What follows belongs to an exercise in optimizing a design on an open flow for small area, a short achievable clock period and few clock cycles per item; a production flow would make more cautious choices.
Function was not checked in any run shown here: the RTL went through the layout flow alone.
Power is estimated from default activity; no workload was simulated.

==> flow/design.v, too long to show whole: its modules and the start of the top module <==
// module dmme_fa: 10 lines
// module dmme_ha: 9 lines
// module dmme_xnor: 7 lines
// module dmme_or: 7 lines
// module dmme_top: 1642 lines
module dmme_top (
    input  logic  clk_in,
    input  logic  rst,
    input  logic  req,
    output logic  ack,
    input  dmme_data_pkg::elem_t a00,
    input  dmme_data_pkg::elem_t a01,
    input  dmme_data_pkg::elem_t a10,
    input  dmme_data_pkg::elem_t a11,
    input  dmme_data_pkg::elem_t b00,
    input  dmme_data_pkg::elem_t b01,
    input  dmme_data_pkg::elem_t b10,
    input  dmme_data_pkg::elem_t b11,
    output dmme_data_pkg::acc_t  c00,
    output dmme_data_pkg::acc_t  c01,
    output dmme_data_pkg::acc_t  c10,
    output dmme_data_pkg::acc_t  c11
);
  // ...
==> flow/flow/run.sh <==
#!/bin/bash
# The standard layout (standard.sh), with two changes to how it is made:
#  - the resizer may swap a cell for one of another footprint
#    (MATCH_CELL_FOOTPRINT=0; the platform default keeps same-footprint swaps)
#  - the ports are buffered with plain buffers (buf_2) instead of the delay
#    cells buffer_ports picks by default
# If the routed layout then has an antenna violation, the layout is made
# again with the default port buffers.
set -u
try() {
  local tag=$1; shift
  rm -rf orfs out/final.def
  bash standard.sh "$@" finish > "standard_$tag.log" 2>&1
  [ -f out/final.def ] || return 1
  printf 'read_db orfs/results/sky130hd/dmme_top/base/6_final.odb\ncheck_antennas\n' > "ant_$tag.tcl"
  openroad -no_init -exit "ant_$tag.tcl" > "ant_$tag.log" 2>&1
  ! grep -q "Found [1-9][0-9]* net violations" "ant_$tag.log"
}
try buf MATCH_CELL_FOOTPRINT=0 "BUFFER_PORTS_ARGS=-buffer_cell sky130_fd_sc_hd__buf_2" ||
  try std MATCH_CELL_FOOTPRINT=0
==> flow/standard.sh <==
#!/bin/bash
# synth_recipe.tcl (not shown) runs the flow's synth.tcl, then flattens the netlist and writes it again
# the make line also repeats each setting of config.mk as NAME=value (left out here)
make -C /OpenROAD-flow-scripts/flow DESIGN_CONFIG=/design/flow/config.mk WORK_HOME=/design/flow/orfs CLKGATE_MAP_FILE= SYNTH_SCRIPT=/design/flow/synth_recipe.tcl "${@:-finish}"
==> flow/config.mk <==
export PLATFORM = sky130hd
export DESIGN_NAME = dmme_top
export DESIGN_NICKNAME = dmme_top
export VERILOG_FILES = /design/flow/design.v
export SDC_FILE = /design/flow/constraint.sdc
export NUM_CORES = 4
export LEC_CHECK = 0
export CAP_MARGIN = 20
export CORE_MARGIN = 2
export CORE_UTILIZATION = 60
export PLACE_DENSITY = 0.75
export SETUP_SLACK_MARGIN = 2.8
export SLEW_MARGIN = 20
export SYNTH_HIERARCHICAL = 1
export SYNTH_MINIMUM_KEEP_SIZE = 0
==> flow/constraint.sdc <==
create_clock -name core_clock -period 7.0 [get_ports {clk_in}]
set_input_delay 1.4000 -clock core_clock [delete_from_list [all_inputs] [get_ports {clk_in}]]
set_output_delay 1.4000 -clock core_clock [all_outputs]
set_load 0.01 [all_outputs]
==> run_results.csv, run 1 <==
group,metric,value,unit
synthesis,synth.area.mux_share,0.1889,%
pwr,seqPwrFrac,16.5,%
sta,period_needed,4107,ps
placement,dpl.cell_count,1886,
clock_network,postCtsSetupBuffers,0,
run_status,status,"no timing/DRC/antenna violations",
clock_network,cts-htree-levels,4,
pwr,clkPwrFrac,13.2,%
global_route,grt_use_met3,7.581,%
synthesis,synth_seq_cells,121,
clock_network,clock_path_buffers,2,
finish,final_cell_mix,"nand2_1 (530), fa_1 (365), buf_2 (134)",
pwr,p_per_area,419.8,nW/um^2
clock_network,clk_pin_slew,60,ps
pwr,max-vdd-ir-drop,0.0006420,V
synthesis,netlist_area,15890,sq um
worst_setup_path,slowest_delay,500,ps
finish,n_clock_buffer,20,
worst_setup_path,setup.worst_path.end,"c10[15]",
finish,nFlopsAndLatches,121,
clock_network,cts_resized,0,
finish,diodes,4,
routing,wl_per_cell,20.63,um
finish,num-nonclk-inverters,40,
routing,vias,11521,
finish,stdcell_area,17040,sq um
pwr,top_power_group,"combinational cells",
==> inputs of run 2 (changes only) <==
--- a/flow/design.v
+++ b/flow/design.v
@@ -19,25 +19,16 @@
     input  logic b,
     input  logic c,
     output logic s,
     output logic co
 );
     assign s  = a ^ b ^ c;
     assign co = (a & b) | (a & c) | (b & c);
 endmodule
-module dmme_ha (
-    input  logic a,
-    input  logic b,
-    output logic s,
-    output logic co
-);
-    assign s  = a ^ b;
-    assign co = a & b;
-endmodule
 module dmme_xnor (
     input  logic a,
     input  logic b,
     output logic y
 );
     assign y = ~(a ^ b);
 endmodule
 module dmme_or (
@@ -275,16 +266,20 @@
     wire t00_n191, t00_n192;
     dmme_fa u_t00_n191 (.a(t00_n162), .b(t00_n121), .c(t00_n163), .s(t00_n191), .co(t00_n192));
     wire t00_n193, t00_n194;
     dmme_fa u_t00_n193 (.a(t00_n164), .b(t00_n125), .c(t00_n165), .s(t00_n193), .co(t00_n194));
     wire t00_n195, t00_n196;
     dmme_fa u_t00_n195 (.a(t00_n129), .b(t00_n166), .c(t00_n167), .s(t00_n195), .co(t00_n196));
     wire t00_n197, t00_n198;
     dmme_fa u_t00_n197 (.a(t00_n168), .b(t00_n133), .c(t00_n169), .s(t00_n197), .co(t00_n198));
+    wire t00_n199, t00_n200;
+    dmme_fa u_t00_n199 (.a(t00_n137), .b(t00_n170), .c(t00_n171), .s(t00_n199), .co(t00_n200));
+    wire t00_n201, t00_n202;
+    dmme_fa u_t00_n201 (.a(t00_n141), .b(t00_n172), .c(t00_n173), .s(t00_n201), .co(t00_n202));
     wire t00_n203, t00_n204;
     dmme_fa u_t00_n203 (.a(t00_n142), .b(t00_n175), .c(t00_n174), .s(t00_n203), .co(t00_n204));
     wire t00_n205, t00_n206;
     dmme_fa u_t00_n205 (.a(t00_n146), .b(t00_n177), .c(t00_n176), .s(t00_n205), .co(t00_n206));
     wire t00_n207, t00_n208;
     dmme_fa u_t00_n207 (.a(t00_n150), .b(t00_n179), .c(t00_n178), .s(t00_n207), .co(t00_n208));
     wire t00_n209, t00_n210;
     dmme_fa u_t00_n209 (.a(t00_n154), .b(t00_n181), .c(t00_n180), .s(t00_n209), .co(t00_n210));
@@ -294,70 +289,62 @@
     wire t00_r1s, t00_r1c;
     dmme_fa u_t00_r1s (.a(t00_n183), .b(t00_n155), .c(t00_r0c), .s(t00_r1s), .co(t00_r1c));
     wire t00_r2s, t00_r2c;
     dmme_fa u_t00_r2s (.a(t00_n184), .b(t00_n185), .c(t00_r1c), .s(t00_r2s), .co(t00_r2c));
     wire t00_r3s, t00_r3c;
     dmme_fa u_t00_r3s (.a(t00_n186), .b(t00_n187), .c(t00_r2c), .s(t00_r3s), .co(t00_r3c));
     wire t00_r4s, t00_r4c;
     dmme_fa u_t00_r4s (.a(t00_n188), .b(t00_n189), .c(t00_r3c), .s(t00_r4s), .co(t00_r4c));
-    wire t00_r5s, t00_r5c;
-    dmme_fa u_t00_r5s (.a(t00_n190), .b(t00_n191), .c(t00_r4c), .s(t00_r5s), .co(t00_r5c));
-    logic t00_n137_q, t00_n141_q, t00_n170_q, t00_n171_q, t00_n172_q, t00_n173_q, t00_n182_q, t00_n190_q, t00_n191_q, t00_n192_q, t00_n193_q, t00_n194_q, t00_n195_q, t00_n196_q, t00_n197_q, t00_n198_q, t00_n203_q, t00_n204_q, t00_n205_q, t00_n206_q, t00_n207_q, t00_n208_q, t00_n209_q, t00_n210_q, t00_lo0_q, t00_lo1_q, t00_lo2_q, t00_lo3_q, t00_lo4_q, t00_cy_q;
+    logic t00_n182_q, t00_n190_q, t00_n191_q, t00_n192_q, t00_n193_q, t00_n194_q, t00_n195_q, t00_n196_q, t00_n197_q, t00_n198_q, t00_n199_q, t00_n200_q, t00_n201_q, t00_n202_q, t00_n203_q, t00_n204_q, t00_n205_q, t00_n206_q, t00_n207_q, t00_n208_q, t00_n209_q, t00_n210_q, t00_lo0_q, t00_lo1_q, t00_lo2_q, t00_lo3_q, t00_lo4_q, t00_cy_q;
     always_ff @(posedge clk_in) begin
-        t00_n137_q <= t00_n137;
-        t00_n141_q <= t00_n141;
-        t00_n170_q <= t00_n170;
-        t00_n171_q <= t00_n171;
-        t00_n172_q <= t00_n172;
-        t00_n173_q <= t00_n173;
         t00_n182_q <= t00_n182;
         t00_n190_q <= t00_n190;
         t00_n191_q <= t00_n191;
         t00_n192_q <= t00_n192;
         t00_n193_q <= t00_n193;
         t00_n194_q <= t00_n194;
         t00_n195_q <= t00_n195;
         t00_n196_q <= t00_n196;
         t00_n197_q <= t00_n197;
         t00_n198_q <= t00_n198;
+        t00_n199_q <= t00_n199;
+        t00_n200_q <= t00_n200;
+        t00_n201_q <= t00_n201;
+        t00_n202_q <= t00_n202;
         t00_n203_q <= t00_n203;
         t00_n204_q <= t00_n204;
         t00_n205_q <= t00_n205;
         t00_n206_q <= t00_n206;
         t00_n207_q <= t00_n207;
         t00_n208_q <= t00_n208;
         t00_n209_q <= t00_n209;
         t00_n210_q <= t00_n210;
         t00_lo0_q <= ~t00_r0s;
         t00_lo1_q <= ~t00_r1s;
         t00_lo2_q <= ~t00_r2s;
         t00_lo3_q <= ~t00_r3s;
         t00_lo4_q <= ~t00_r4s;
         t00_cy_q <= t00_r4c;
     end
-    wire t00_n199, t00_n200;
-    dmme_fa u_t00_n199 (.a(t00_n137_q), .b(t00_n170_q), .c(t00_n171_q), .s(t00_n199), .co(t00_n200));
-    wire t00_n201, t00_n202;
-    dmme_fa u_t00_n201 (.a(t00_n141_q), .b(t00_n172_q), .c(t00_n173_q), .s(t00_n201), .co(t00_n202));
     wire [11:0] t00_hi_g0, t00_hi_p0;
     assign t00_hi_p0[0] = t00_n190_q ^ t00_n191_q;
     assign t00_hi_g0[0] = (t00_n190_q & t00_n191_q) | ((t00_n190_q ^ t00_n191_q) & t00_cy_q);
     assign t00_hi_p0[1] = t00_n192_q ^ t00_n193_q;
     assign t00_hi_g0[1] = t00_n192_q & t00_n193_q;
     assign t00_hi_p0[2] = t00_n194_q ^ t00_n195_q;
     assign t00_hi_g0[2] = t00_n194_q & t00_n195_q;
     assign t00_hi_p0[3] = t00_n196_q ^ t00_n197_q;
     assign t00_hi_g0[3] = t00_n196_q & t00_n197_q;
-    assign t00_hi_p0[4] = t00_n198_q ^ t00_n199;
-    assign t00_hi_g0[4] = t00_n198_q & t00_n199;
-    assign t00_hi_p0[5] = t00_n201 ^ t00_n200;
-    assign t00_hi_g0[5] = t00_n201 & t00_n200;
-    assign t00_hi_p0[6] = t00_n203_q ^ t00_n202;
-    assign t00_hi_g0[6] = t00_n203_q & t00_n202;
+    assign t00_hi_p0[4] = t00_n198_q ^ t00_n199_q;
+    assign t00_hi_g0[4] = t00_n198_q & t00_n199_q;
+    assign t00_hi_p0[5] = t00_n201_q ^ t00_n200_q;
+    assign t00_hi_g0[5] = t00_n201_q & t00_n200_q;
+    assign t00_hi_p0[6] = t00_n203_q ^ t00_n202_q;
+    assign t00_hi_g0[6] = t00_n203_q & t00_n202_q;
     assign t00_hi_p0[7] = t00_n205_q ^ t00_n204_q;
     assign t00_hi_g0[7] = t00_n205_q & t00_n204_q;
     assign t00_hi_p0[8] = t00_n207_q ^ t00_n206_q;
     assign t00_hi_g0[8] = t00_n207_q & t00_n206_q;
     assign t00_hi_p0[9] = t00_n209_q ^ t00_n208_q;
     assign t00_hi_g0[9] = t00_n209_q & t00_n208_q;
     assign t00_hi_p0[10] = t00_n182_q ^ t00_n210_q;
     assign t00_hi_g0[10] = t00_n182_q & t00_n210_q;
@@ -679,16 +666,20 @@
     wire t01_n191, t01_n192;
     dmme_fa u_t01_n191 (.a(t01_n162), .b(t01_n121), .c(t01_n163), .s(t01_n191), .co(t01_n192));
     wire t01_n193, t01_n194;
     dmme_fa u_t01_n193 (.a(t01_n164), .b(t01_n125), .c(t01_n165), .s(t01_n193), .co(t01_n194));
     wire t01_n195, t01_n196;
     dmme_fa u_t01_n195 (.a(t01_n129), .b(t01_n166), .c(t01_n167), .s(t01_n195), .co(t01_n196));
     wire t01_n197, t01_n198;
     dmme_fa u_t01_n197 (.a(t01_n168), .b(t01_n133), .c(t01_n169), .s(t01_n197), .co(t01_n198));
+    wire t01_n199, t01_n200;
+    dmme_fa u_t01_n199 (.a(t01_n137), .b(t01_n170), .c(t01_n171), .s(t01_n199), .co(t01_n200));
+    wire t01_n201, t01_n202;
+    dmme_fa u_t01_n201 (.a(t01_n141), .b(t01_n172), .c(t01_n173), .s(t01_n201), .co(t01_n202));
     wire t01_n203, t01_n204;
     dmme_fa u_t01_n203 (.a(t01_n142), .b(t01_n175), .c(t01_n174), .s(t01_n203), .co(t01_n204));
     wire t01_n205, t01_n206;
     dmme_fa u_t01_n205 (.a(t01_n146), .b(t01_n177), .c(t01_n176), .s(t01_n205), .co(t01_n206));
     wire t01_n207, t01_n208;
     dmme_fa u_t01_n207 (.a(t01_n150), .b(t01_n179), .c(t01_n178), .s(t01_n207), .co(t01_n208));
     wire t01_n209, t01_n210;
     dmme_fa u_t01_n209 (.a(t01_n154), .b(t01_n181), .c(t01_n180), .s(t01_n209), .co(t01_n210));
@@ -698,70 +689,62 @@
     wire t01_r1s, t01_r1c;
     dmme_fa u_t01_r1s (.a(t01_n183), .b(t01_n155), .c(t01_r0c), .s(t01_r1s), .co(t01_r1c));
     wire t01_r2s, t01_r2c;
     dmme_fa u_t01_r2s (.a(t01_n184), .b(t01_n185), .c(t01_r1c), .s(t01_r2s), .co(t01_r2c));
     wire t01_r3s, t01_r3c;
     dmme_fa u_t01_r3s (.a(t01_n186), .b(t01_n187), .c(t01_r2c), .s(t01_r3s), .co(t01_r3c));
     wire t01_r4s, t01_r4c;
     dmme_fa u_t01_r4s (.a(t01_n188), .b(t01_n189), .c(t01_r3c), .s(t01_r4s), .co(t01_r4c));
-    wire t01_r5s, t01_r5c;
-    dmme_fa u_t01_r5s (.a(t01_n190), .b(t01_n191), .c(t01_r4c), .s(t01_r5s), .co(t01_r5c));
-    logic t01_n137_q, t01_n141_q, t01_n170_q, t01_n171_q, t01_n172_q, t01_n173_q, t01_n182_q, t01_n190_q, t01_n191_q, t01_n192_q, t01_n193_q, t01_n194_q, t01_n195_q, t01_n196_q, t01_n197_q, t01_n198_q, t01_n203_q, t01_n204_q, t01_n205_q, t01_n206_q, t01_n207_q, t01_n208_q, t01_n209_q, t01_n210_q, t01_lo0_q, t01_lo1_q, t01_lo2_q, t01_lo3_q, t01_lo4_q, t01_cy_q;
+    logic t01_n182_q, t01_n190_q, t01_n191_q, t01_n192_q, t01_n193_q, t01_n194_q, t01_n195_q, t01_n196_q, t01_n197_q, t01_n198_q, t01_n199_q, t01_n200_q, t01_n201_q, t01_n202_q, t01_n203_q, t01_n204_q, t01_n205_q, t01_n206_q, t01_n207_q, t01_n208_q, t01_n209_q, t01_n210_q, t01_lo0_q, t01_lo1_q, t01_lo2_q, t01_lo3_q, t01_lo4_q, t01_cy_q;
     always_ff @(posedge clk_in) begin
-        t01_n137_q <= t01_n137;
-        t01_n141_q <= t01_n141;
-        t01_n170_q <= t01_n170;
-        t01_n171_q <= t01_n171;
-        t01_n172_q <= t01_n172;
-        t01_n173_q <= t01_n173;
         t01_n182_q <= t01_n182;
         t01_n190_q <= t01_n190;
         t01_n191_q <= t01_n191;
         t01_n192_q <= t01_n192;
         t01_n193_q <= t01_n193;
         t01_n194_q <= t01_n194;
         t01_n195_q <= t01_n195;
         t01_n196_q <= t01_n196;
         t01_n197_q <= t01_n197;
         t01_n198_q <= t01_n198;
+        t01_n199_q <= t01_n199;
+        t01_n200_q <= t01_n200;
+        t01_n201_q <= t01_n201;
+        t01_n202_q <= t01_n202;
         t01_n203_q <= t01_n203;
         t01_n204_q <= t01_n204;
         t01_n205_q <= t01_n205;
         t01_n206_q <= t01_n206;
         t01_n207_q <= t01_n207;
         t01_n208_q <= t01_n208;
         t01_n209_q <= t01_n209;
         t01_n210_q <= t01_n210;
         t01_lo0_q <= ~t01_r0s;
         t01_lo1_q <= ~t01_r1s;
         t01_lo2_q <= ~t01_r2s;
         t01_lo3_q <= ~t01_r3s;
         t01_lo4_q <= ~t01_r4s;
         t01_cy_q <= t01_r4c;
     end
-    wire t01_n199, t01_n200;
-    dmme_fa u_t01_n199 (.a(t01_n137_q), .b(t01_n170_q), .c(t01_n171_q), .s(t01_n199), .co(t01_n200));
-    wire t01_n201, t01_n202;
-    dmme_fa u_t01_n201 (.a(t01_n141_q), .b(t01_n172_q), .c(t01_n173_q), .s(t01_n201), .co(t01_n202));
     wire [11:0] t01_hi_g0, t01_hi_p0;
     assign t01_hi_p0[0] = t01_n190_q ^ t01_n191_q;
     assign t01_hi_g0[0] = (t01_n190_q & t01_n191_q) | ((t01_n190_q ^ t01_n191_q) & t01_cy_q);
     assign t01_hi_p0[1] = t01_n192_q ^ t01_n193_q;
     assign t01_hi_g0[1] = t01_n192_q & t01_n193_q;
     assign t01_hi_p0[2] = t01_n194_q ^ t01_n195_q;
     assign t01_hi_g0[2] = t01_n194_q & t01_n195_q;
     assign t01_hi_p0[3] = t01_n196_q ^ t01_n197_q;
     assign t01_hi_g0[3] = t01_n196_q & t01_n197_q;
-    assign t01_hi_p0[4] = t01_n198_q ^ t01_n199;
-    assign t01_hi_g0[4] = t01_n198_q & t01_n199;
-    assign t01_hi_p0[5] = t01_n201 ^ t01_n200;
-    assign t01_hi_g0[5] = t01_n201 & t01_n200;
-    assign t01_hi_p0[6] = t01_n203_q ^ t01_n202;
-    assign t01_hi_g0[6] = t01_n203_q & t01_n202;
+    assign t01_hi_p0[4] = t01_n198_q ^ t01_n199_q;
+    assign t01_hi_g0[4] = t01_n198_q & t01_n199_q;
+    assign t01_hi_p0[5] = t01_n201_q ^ t01_n200_q;
+    assign t01_hi_g0[5] = t01_n201_q & t01_n200_q;
+    assign t01_hi_p0[6] = t01_n203_q ^ t01_n202_q;
+    assign t01_hi_g0[6] = t01_n203_q & t01_n202_q;
     assign t01_hi_p0[7] = t01_n205_q ^ t01_n204_q;
     assign t01_hi_g0[7] = t01_n205_q & t01_n204_q;
     assign t01_hi_p0[8] = t01_n207_q ^ t01_n206_q;
     assign t01_hi_g0[8] = t01_n207_q & t01_n206_q;
     assign t01_hi_p0[9] = t01_n209_q ^ t01_n208_q;
     assign t01_hi_g0[9] = t01_n209_q & t01_n208_q;
     assign t01_hi_p0[10] = t01_n182_q ^ t01_n210_q;
     assign t01_hi_g0[10] = t01_n182_q & t01_n210_q;
@@ -1083,16 +1066,20 @@
     wire t10_n191, t10_n192;
     dmme_fa u_t10_n191 (.a(t10_n162), .b(t10_n121), .c(t10_n163), .s(t10_n191), .co(t10_n192));
     wire t10_n193, t10_n194;
     dmme_fa u_t10_n193 (.a(t10_n164), .b(t10_n125), .c(t10_n165), .s(t10_n193), .co(t10_n194));
     wire t10_n195, t10_n196;
     dmme_fa u_t10_n195 (.a(t10_n129), .b(t10_n166), .c(t10_n167), .s(t10_n195), .co(t10_n196));
     wire t10_n197, t10_n198;
     dmme_fa u_t10_n197 (.a(t10_n168), .b(t10_n133), .c(t10_n169), .s(t10_n197), .co(t10_n198));
+    wire t10_n199, t10_n200;
+    dmme_fa u_t10_n199 (.a(t10_n137), .b(t10_n170), .c(t10_n171), .s(t10_n199), .co(t10_n200));
+    wire t10_n201, t10_n202;
+    dmme_fa u_t10_n201 (.a(t10_n141), .b(t10_n172), .c(t10_n173), .s(t10_n201), .co(t10_n202));
     wire t10_n203, t10_n204;
     dmme_fa u_t10_n203 (.a(t10_n142), .b(t10_n175), .c(t10_n174), .s(t10_n203), .co(t10_n204));
     wire t10_n205, t10_n206;
     dmme_fa u_t10_n205 (.a(t10_n146), .b(t10_n177), .c(t10_n176), .s(t10_n205), .co(t10_n206));
     wire t10_n207, t10_n208;
     dmme_fa u_t10_n207 (.a(t10_n150), .b(t10_n179), .c(t10_n178), .s(t10_n207), .co(t10_n208));
     wire t10_n209, t10_n210;
     dmme_fa u_t10_n209 (.a(t10_n154), .b(t10_n181), .c(t10_n180), .s(t10_n209), .co(t10_n210));
@@ -1102,70 +1089,62 @@
     wire t10_r1s, t10_r1c;
     dmme_fa u_t10_r1s (.a(t10_n183), .b(t10_n155), .c(t10_r0c), .s(t10_r1s), .co(t10_r1c));
     wire t10_r2s, t10_r2c;
     dmme_fa u_t10_r2s (.a(t10_n184), .b(t10_n185), .c(t10_r1c), .s(t10_r2s), .co(t10_r2c));
     wire t10_r3s, t10_r3c;
     dmme_fa u_t10_r3s (.a(t10_n186), .b(t10_n187), .c(t10_r2c), .s(t10_r3s), .co(t10_r3c));
     wire t10_r4s, t10_r4c;
     dmme_fa u_t10_r4s (.a(t10_n188), .b(t10_n189), .c(t10_r3c), .s(t10_r4s), .co(t10_r4c));
-    wire t10_r5s, t10_r5c;
-    dmme_fa u_t10_r5s (.a(t10_n190), .b(t10_n191), .c(t10_r4c), .s(t10_r5s), .co(t10_r5c));
-    logic t10_n137_q, t10_n141_q, t10_n170_q, t10_n171_q, t10_n172_q, t10_n173_q, t10_n182_q, t10_n190_q, t10_n191_q, t10_n192_q, t10_n193_q, t10_n194_q, t10_n195_q, t10_n196_q, t10_n197_q, t10_n198_q, t10_n203_q, t10_n204_q, t10_n205_q, t10_n206_q, t10_n207_q, t10_n208_q, t10_n209_q, t10_n210_q, t10_lo0_q, t10_lo1_q, t10_lo2_q, t10_lo3_q, t10_lo4_q, t10_cy_q;
+    logic t10_n182_q, t10_n190_q, t10_n191_q, t10_n192_q, t10_n193_q, t10_n194_q, t10_n195_q, t10_n196_q, t10_n197_q, t10_n198_q, t10_n199_q, t10_n200_q, t10_n201_q, t10_n202_q, t10_n203_q, t10_n204_q, t10_n205_q, t10_n206_q, t10_n207_q, t10_n208_q, t10_n209_q, t10_n210_q, t10_lo0_q, t10_lo1_q, t10_lo2_q, t10_lo3_q, t10_lo4_q, t10_cy_q;
     always_ff @(posedge clk_in) begin
-        t10_n137_q <= t10_n137;
-        t10_n141_q <= t10_n141;
-        t10_n170_q <= t10_n170;
-        t10_n171_q <= t10_n171;
-        t10_n172_q <= t10_n172;
-        t10_n173_q <= t10_n173;
         t10_n182_q <= t10_n182;
         t10_n190_q <= t10_n190;
         t10_n191_q <= t10_n191;
         t10_n192_q <= t10_n192;
         t10_n193_q <= t10_n193;
         t10_n194_q <= t10_n194;
         t10_n195_q <= t10_n195;
         t10_n196_q <= t10_n196;
         t10_n197_q <= t10_n197;
         t10_n198_q <= t10_n198;
+        t10_n199_q <= t10_n199;
+        t10_n200_q <= t10_n200;
+        t10_n201_q <= t10_n201;
+        t10_n202_q <= t10_n202;
         t10_n203_q <= t10_n203;
         t10_n204_q <= t10_n204;
         t10_n205_q <= t10_n205;
         t10_n206_q <= t10_n206;
         t10_n207_q <= t10_n207;
         t10_n208_q <= t10_n208;
         t10_n209_q <= t10_n209;
         t10_n210_q <= t10_n210;
         t10_lo0_q <= ~t10_r0s;
         t10_lo1_q <= ~t10_r1s;
         t10_lo2_q <= ~t10_r2s;
         t10_lo3_q <= ~t10_r3s;
         t10_lo4_q <= ~t10_r4s;
         t10_cy_q <= t10_r4c;
     end
-    wire t10_n199, t10_n200;
-    dmme_fa u_t10_n199 (.a(t10_n137_q), .b(t10_n170_q), .c(t10_n171_q), .s(t10_n199), .co(t10_n200));
-    wire t10_n201, t10_n202;
-    dmme_fa u_t10_n201 (.a(t10_n141_q), .b(t10_n172_q), .c(t10_n173_q), .s(t10_n201), .co(t10_n202));
     wire [11:0] t10_hi_g0, t10_hi_p0;
     assign t10_hi_p0[0] = t10_n190_q ^ t10_n191_q;
     assign t10_hi_g0[0] = (t10_n190_q & t10_n191_q) | ((t10_n190_q ^ t10_n191_q) & t10_cy_q);
     assign t10_hi_p0[1] = t10_n192_q ^ t10_n193_q;
     assign t10_hi_g0[1] = t10_n192_q & t10_n193_q;
     assign t10_hi_p0[2] = t10_n194_q ^ t10_n195_q;
     assign t10_hi_g0[2] = t10_n194_q & t10_n195_q;
     assign t10_hi_p0[3] = t10_n196_q ^ t10_n197_q;
     assign t10_hi_g0[3] = t10_n196_q & t10_n197_q;
-    assign t10_hi_p0[4] = t10_n198_q ^ t10_n199;
-    assign t10_hi_g0[4] = t10_n198_q & t10_n199;
-    assign t10_hi_p0[5] = t10_n201 ^ t10_n200;
-    assign t10_hi_g0[5] = t10_n201 & t10_n200;
-    assign t10_hi_p0[6] = t10_n203_q ^ t10_n202;
-    assign t10_hi_g0[6] = t10_n203_q & t10_n202;
+    assign t10_hi_p0[4] = t10_n198_q ^ t10_n199_q;
+    assign t10_hi_g0[4] = t10_n198_q & t10_n199_q;
+    assign t10_hi_p0[5] = t10_n201_q ^ t10_n200_q;
+    assign t10_hi_g0[5] = t10_n201_q & t10_n200_q;
+    assign t10_hi_p0[6] = t10_n203_q ^ t10_n202_q;
+    assign t10_hi_g0[6] = t10_n203_q & t10_n202_q;
     assign t10_hi_p0[7] = t10_n205_q ^ t10_n204_q;
     assign t10_hi_g0[7] = t10_n205_q & t10_n204_q;
     assign t10_hi_p0[8] = t10_n207_q ^ t10_n206_q;
     assign t10_hi_g0[8] = t10_n207_q & t10_n206_q;
     assign t10_hi_p0[9] = t10_n209_q ^ t10_n208_q;
     assign t10_hi_g0[9] = t10_n209_q & t10_n208_q;
     assign t10_hi_p0[10] = t10_n182_q ^ t10_n210_q;
     assign t10_hi_g0[10] = t10_n182_q & t10_n210_q;
@@ -1487,16 +1466,20 @@
     wire t11_n191, t11_n192;
     dmme_fa u_t11_n191 (.a(t11_n162), .b(t11_n121), .c(t11_n163), .s(t11_n191), .co(t11_n192));
     wire t11_n193, t11_n194;
     dmme_fa u_t11_n193 (.a(t11_n164), .b(t11_n125), .c(t11_n165), .s(t11_n193), .co(t11_n194));
     wire t11_n195, t11_n196;
     dmme_fa u_t11_n195 (.a(t11_n129), .b(t11_n166), .c(t11_n167), .s(t11_n195), .co(t11_n196));
     wire t11_n197, t11_n198;
     dmme_fa u_t11_n197 (.a(t11_n168), .b(t11_n133), .c(t11_n169), .s(t11_n197), .co(t11_n198));
+    wire t11_n199, t11_n200;
+    dmme_fa u_t11_n199 (.a(t11_n137), .b(t11_n170), .c(t11_n171), .s(t11_n199), .co(t11_n200));
+    wire t11_n201, t11_n202;
+    dmme_fa u_t11_n201 (.a(t11_n141), .b(t11_n172), .c(t11_n173), .s(t11_n201), .co(t11_n202));
     wire t11_n203, t11_n204;
     dmme_fa u_t11_n203 (.a(t11_n142), .b(t11_n175), .c(t11_n174), .s(t11_n203), .co(t11_n204));
     wire t11_n205, t11_n206;
     dmme_fa u_t11_n205 (.a(t11_n146), .b(t11_n177), .c(t11_n176), .s(t11_n205), .co(t11_n206));
     wire t11_n207, t11_n208;
     dmme_fa u_t11_n207 (.a(t11_n150), .b(t11_n179), .c(t11_n178), .s(t11_n207), .co(t11_n208));
     wire t11_n209, t11_n210;
     dmme_fa u_t11_n209 (.a(t11_n154), .b(t11_n181), .c(t11_n180), .s(t11_n209), .co(t11_n210));
@@ -1506,70 +1489,62 @@
     wire t11_r1s, t11_r1c;
     dmme_fa u_t11_r1s (.a(t11_n183), .b(t11_n155), .c(t11_r0c), .s(t11_r1s), .co(t11_r1c));
     wire t11_r2s, t11_r2c;
     dmme_fa u_t11_r2s (.a(t11_n184), .b(t11_n185), .c(t11_r1c), .s(t11_r2s), .co(t11_r2c));
     wire t11_r3s, t11_r3c;
     dmme_fa u_t11_r3s (.a(t11_n186), .b(t11_n187), .c(t11_r2c), .s(t11_r3s), .co(t11_r3c));
     wire t11_r4s, t11_r4c;
     dmme_fa u_t11_r4s (.a(t11_n188), .b(t11_n189), .c(t11_r3c), .s(t11_r4s), .co(t11_r4c));
-    wire t11_r5s, t11_r5c;
-    dmme_fa u_t11_r5s (.a(t11_n190), .b(t11_n191), .c(t11_r4c), .s(t11_r5s), .co(t11_r5c));
-    logic t11_n137_q, t11_n141_q, t11_n170_q, t11_n171_q, t11_n172_q, t11_n173_q, t11_n182_q, t11_n190_q, t11_n191_q, t11_n192_q, t11_n193_q, t11_n194_q, t11_n195_q, t11_n196_q, t11_n197_q, t11_n198_q, t11_n203_q, t11_n204_q, t11_n205_q, t11_n206_q, t11_n207_q, t11_n208_q, t11_n209_q, t11_n210_q, t11_lo0_q, t11_lo1_q, t11_lo2_q, t11_lo3_q, t11_lo4_q, t11_cy_q;
+    logic t11_n182_q, t11_n190_q, t11_n191_q, t11_n192_q, t11_n193_q, t11_n194_q, t11_n195_q, t11_n196_q, t11_n197_q, t11_n198_q, t11_n199_q, t11_n200_q, t11_n201_q, t11_n202_q, t11_n203_q, t11_n204_q, t11_n205_q, t11_n206_q, t11_n207_q, t11_n208_q, t11_n209_q, t11_n210_q, t11_lo0_q, t11_lo1_q, t11_lo2_q, t11_lo3_q, t11_lo4_q, t11_cy_q;
     always_ff @(posedge clk_in) begin
-        t11_n137_q <= t11_n137;
-        t11_n141_q <= t11_n141;
-        t11_n170_q <= t11_n170;
-        t11_n171_q <= t11_n171;
-        t11_n172_q <= t11_n172;
-        t11_n173_q <= t11_n173;
         t11_n182_q <= t11_n182;
         t11_n190_q <= t11_n190;
         t11_n191_q <= t11_n191;
         t11_n192_q <= t11_n192;
         t11_n193_q <= t11_n193;
         t11_n194_q <= t11_n194;
         t11_n195_q <= t11_n195;
         t11_n196_q <= t11_n196;
         t11_n197_q <= t11_n197;
         t11_n198_q <= t11_n198;
+        t11_n199_q <= t11_n199;
+        t11_n200_q <= t11_n200;
+        t11_n201_q <= t11_n201;
+        t11_n202_q <= t11_n202;
         t11_n203_q <= t11_n203;
         t11_n204_q <= t11_n204;
         t11_n205_q <= t11_n205;
         t11_n206_q <= t11_n206;
         t11_n207_q <= t11_n207;
         t11_n208_q <= t11_n208;
         t11_n209_q <= t11_n209;
         t11_n210_q <= t11_n210;
         t11_lo0_q <= ~t11_r0s;
         t11_lo1_q <= ~t11_r1s;
         t11_lo2_q <= ~t11_r2s;
         t11_lo3_q <= ~t11_r3s;
         t11_lo4_q <= ~t11_r4s;
         t11_cy_q <= t11_r4c;
     end
-    wire t11_n199, t11_n200;
-    dmme_fa u_t11_n199 (.a(t11_n137_q), .b(t11_n170_q), .c(t11_n171_q), .s(t11_n199), .co(t11_n200));
-    wire t11_n201, t11_n202;
-    dmme_fa u_t11_n201 (.a(t11_n141_q), .b(t11_n172_q), .c(t11_n173_q), .s(t11_n201), .co(t11_n202));
     wire [11:0] t11_hi_g0, t11_hi_p0;
     assign t11_hi_p0[0] = t11_n190_q ^ t11_n191_q;
     assign t11_hi_g0[0] = (t11_n190_q & t11_n191_q) | ((t11_n190_q ^ t11_n191_q) & t11_cy_q);
     assign t11_hi_p0[1] = t11_n192_q ^ t11_n193_q;
     assign t11_hi_g0[1] = t11_n192_q & t11_n193_q;
     assign t11_hi_p0[2] = t11_n194_q ^ t11_n195_q;
     assign t11_hi_g0[2] = t11_n194_q & t11_n195_q;
     assign t11_hi_p0[3] = t11_n196_q ^ t11_n197_q;
     assign t11_hi_g0[3] = t11_n196_q & t11_n197_q;
-    assign t11_hi_p0[4] = t11_n198_q ^ t11_n199;
-    assign t11_hi_g0[4] = t11_n198_q & t11_n199;
-    assign t11_hi_p0[5] = t11_n201 ^ t11_n200;
-    assign t11_hi_g0[5] = t11_n201 & t11_n200;
-    assign t11_hi_p0[6] = t11_n203_q ^ t11_n202;
-    assign t11_hi_g0[6] = t11_n203_q & t11_n202;
+    assign t11_hi_p0[4] = t11_n198_q ^ t11_n199_q;
+    assign t11_hi_g0[4] = t11_n198_q & t11_n199_q;
+    assign t11_hi_p0[5] = t11_n201_q ^ t11_n200_q;
+    assign t11_hi_g0[5] = t11_n201_q & t11_n200_q;
+    assign t11_hi_p0[6] = t11_n203_q ^ t11_n202_q;
+    assign t11_hi_g0[6] = t11_n203_q & t11_n202_q;
     assign t11_hi_p0[7] = t11_n205_q ^ t11_n204_q;
     assign t11_hi_g0[7] = t11_n205_q & t11_n204_q;
     assign t11_hi_p0[8] = t11_n207_q ^ t11_n206_q;
     assign t11_hi_g0[8] = t11_n207_q & t11_n206_q;
     assign t11_hi_p0[9] = t11_n209_q ^ t11_n208_q;
     assign t11_hi_g0[9] = t11_n209_q & t11_n208_q;
     assign t11_hi_p0[10] = t11_n182_q ^ t11_n210_q;
     assign t11_hi_g0[10] = t11_n182_q & t11_n210_q;
--- a/flow/config.mk
+++ b/flow/config.mk
@@ -8,8 +8,9 @@
 export CAP_MARGIN = 20
 export CORE_MARGIN = 2
 export CORE_UTILIZATION = 60
 export PLACE_DENSITY = 0.75
 export SETUP_SLACK_MARGIN = 2.8
 export SLEW_MARGIN = 20
 export SYNTH_HIERARCHICAL = 1
 export SYNTH_MINIMUM_KEEP_SIZE = 0
+export TNS_END_PERCENT = 20
==> run 2 against run 1 <==
Synthesized cell count fell by 0.57%. Sequential power fell by 9%. Highest routed layer unchanged. Global-route usage down 1.4 points. Sequential share of layout area down 0.81 points. Die area down 0.72%. Maximum frequency fell by 2.6%.
==> run_results.csv, run 2 <==
group,metric,value,unit
synthesis,yosysMostFrequentCell,"nand2_1",
placement,place.gp.congestion,0.8554,
clock_network,cts_num_sinks,113,
placement,dpl.hpwl,28600,um
finish,final_cell_mix,"nand2_1 (520), fa_1 (386), buf_2 (118)",
pwr,max-vdd-ir-drop,0.0002747,V
routing,routed_wl,38000,um
sta,fin_tns_setup,0,ps
synthesis,synth_top_area_cell,"fa_1",
clock_network,cts-htree-levels,4,
finish,nNetsFinal,2077,
sta,finalHoldViolCount,0,
flow_run,cap_violations,0,
worst_setup_path,endpoint_kind,"register",
sta,max_freq,0.2371,GHz
floorplan,die_h,166.2,um
worst_setup_path,worstPathRequired,7310,ps
global_route,grt_pass1_wl,62160,um
synthesis,yosysWarnings,7,
clock_network,cts_tree,"done",
finish,fill_cells,2022,
placement,io_buffers,135,
worst_setup_path,crit_type,"primary input to register",
synthesis,ys.flop_type,"dfxtp_1",
floorplan,io_pins,140,
synthesis,netlist_area,15780,sq um
routing,viasPerCell,5.978,
finish,syn_to_final_growth,6.971,%
synthesis,synth_top_area_share,51.77,%
clock_network,root_buffer,"clkbuf_16",
synthesis,async_flop_share,0.8850,%
worst_setup_path,worstSetupStartpointType,"primary input",
routing,ant_nets,0,
floorplan,start_util,60.89,%
routing,first_pass_iters,8,
synthesis,synth-seq-area-share,14.37,%
sta,rsz0062_at_grt,"true",
floorplan,rows,59,
sta,period_share,60.24,%
finish,layout_commonest_cell,"nand2_1",
sta,period_needed,4217,ps
synthesis,synth_seq_cells,113,
worst_setup_path,crit_arrival,4520,ps
finish,stdcell_area,16880,sq um
finish,fin_util,65.13,%
worst_setup_path,crit_fanout,16,
clock_network,clock_path_buffers,2,
routing,drt_iter0_markers,1025,
clock_network,clk_pin_slew,60,ps
global_route,grt_max_degree,17,
synthesis,synth_area_leaders,"fa_1 (52%), dfxtp_1 (14%), nand2_1 (13%)",
global_route,antenna_found_initial,3,
floorplan,die-area,27610,sq um
sta,setup_violations,0,
synthesis,avgSynthCellArea,10.08,sq um
routing,wl_per_cell,19.88,um
global_route,grt_remaining_overflow,0,
finish,drive_gt1_share,13.91,%
routing,vias,11429,
floorplan,die_x,166.2,um
global_route,grt.total_usage,28.75,%
synthesis,synth_enable_flop_cells,0,
synthesis,netlist_instances,1565,
worst_hold_path,hold_path.class,"primary input to asynchronous set/reset pin",
routing,drcViolationCount,0,
synthesis,netlist_top_cells_count,"nand2_1 (531), fa_1 (408), clkbuf_1 (128), dfxtp_1 (112), xnor2_1 (51)",
floorplan,core_area,25910,sq um
pwr,p_per_area,373.3,nW/um^2
pwr,power_leakage,0.006319,uW
clock_network,cts_inserted_buffers,17,
global_route,first_global_vias,12585,
sta,finalMaxSlewViolations,0,
placement,placed_cell_area,16260,sq um
run_status,status,"no timing/DRC/antenna violations",
synthesis,synthDistinctLibCells,54,
## run 2: cell count changes after synthesis, sizes merged, moves of 2 or more
| cell | delta |
|---|---|
| and3 | +2 |
| a211o | +2 |
| dfxtp | -8 |
| buf | -2 |
| a211oi | -2 |
| nand3 | -2 |
## run 2: worst max path at each step
stage | cells past startpoint | startpoint | to | slack [ps]
after global routing | 8 | a10[2] | t11_n199_q | 2730
after floorplan | 9 | a10[0] | t11_n199_q | 2590
after global placement | 8 | b00[7] | t10_n199_q | 2280
after CTS | 8 | b01[4] | t01_n199_q | 2790
final | 8 | a10[1] | t10_n199_q | 2780
after detailed placement | 8 | b00[7] | t10_n199_q | 2190
## run 2: timing repair
item / 4_1_cts / 5_1_grt
gates resized for setup: 6 / 14
hold buffers: 0 / 0
hold endpoints to repair: 0 / 0
setup endpoints to repair: 6 / 11
setup buffers: 0 / 0
## run 2: area by class of cell
cell class	instances	area, sq um	area share, %
inverters	40	150.1	0.8897
multi-input cells	1255	12750	75.56
clock inverters	11	115.1	0.6821
flip-flops and latches	113	2267	13.43
well taps	335	419.2	2.484
diodes	3	7.507	0.04448
clock buffers	20	446.7	2.647
repair buffers	135	718.2	4.256
## run 2: stage by stage
step | hold WS (ps) | power (uW) | instances | setup WS, ps
floorplan | 1104 | 4337 | 1568 | 2590
global placement | 1174 | 5352 | 1878 | 2277
detailed placement | 1175 | 5501 | 1878 | 2189
CTS | 726.1 | 6377 | 1909 | 2791
global route | 729.2 | 6941 | 1911 | 2731
finish | 732.8 | 6301 | 1912 | 2783
## run 2: logic make-up (layout without fill, tap and decap cells)
group | Yosys count | count (layout) | share of synthesized area, %
xor gates and xnor gates | 67 | 67 | 3.720
AOI/OAI and AO/OA | 98 | 98 | 4.695
muxes | 3 | 3 | 0.1903
and+or+nand+nor | 635 | 635 | 16.54
adders and majority gates | 448 | 448 | 54.94
DFF | 113 | 113 | 14.37
buffers and inverters | 200 | 206 | 5.512
other | 1 | 7 | 0.02377
## run 2: per-module statistics from Yosys, one instance, submodules excluded
| module | flip-flops and latches | area [sq um] | times used | cells inside |
|---|---|---|---|---|
| dmme_fa | 0 | 20.02 | 400 | 1 |
| dmme_or | 0 | 6.256 | 40 | 1 |
| dmme_top | 113 | 7168 | 1 | 1085 |
| dmme_xnor | 0 | 8.758 | 40 | 1 |
## run 2: layer usage
layer / track usage [%] / part of all wire (%) / up-vias
met2: 51.65 / 53 / 633
met4: 11.76 / 4.3 / 0
met5: 0 / 0 / -
met1: 35.24 / 35 / 5879
li1: - / - / 4769
met3: 3.765 / 7.7 / 148
## run 2: critical path: stages
cell and delay (ps):
buf_2 290, nand2_1 140, fa_2 390, fa_2 550, fa_2 440, fa_2 370
fa_2 550, fa_1 400
## run 2: where the power goes
| part | switching [uW] | internal (uW) |
|---|---|---|
| logic | 2440 | 1940 |
| clock network | 330 | 526 |
| registers | 99.0 | 972 |

afterwards: timing with drivers on the ports:
The results above use ideal ports. As a check the final layouts listed here were re-extracted and re-timed, cells and wires unchanged. Step 1, drivers: a clkbuf_16 drives clk_in and a buf_2 each remaining input, both assumed. Step 2 times the ports against the registers' clock, not the clock port: input delays grow and output delays shrink by t, the midpoint of the rising clock arrivals with the driver on. Three values: ideal ports, drivers, drivers and shift; two values: the first two.
run	shift t [ns]	slack for setup (ns)	slew at the worst register clock pin (ns)
run 1	0.476	2.893 / 2.845 / 2.425	0.07 / 0.07
run 2	0.475	2.783 / 2.762 / 2.287	0.06 / 0.06
After both steps setup and hold are still met in every run listed. For run 2, which loses most, drivers alone change the setup slack by -0.021 ns; drivers and shift together by -0.496 ns.
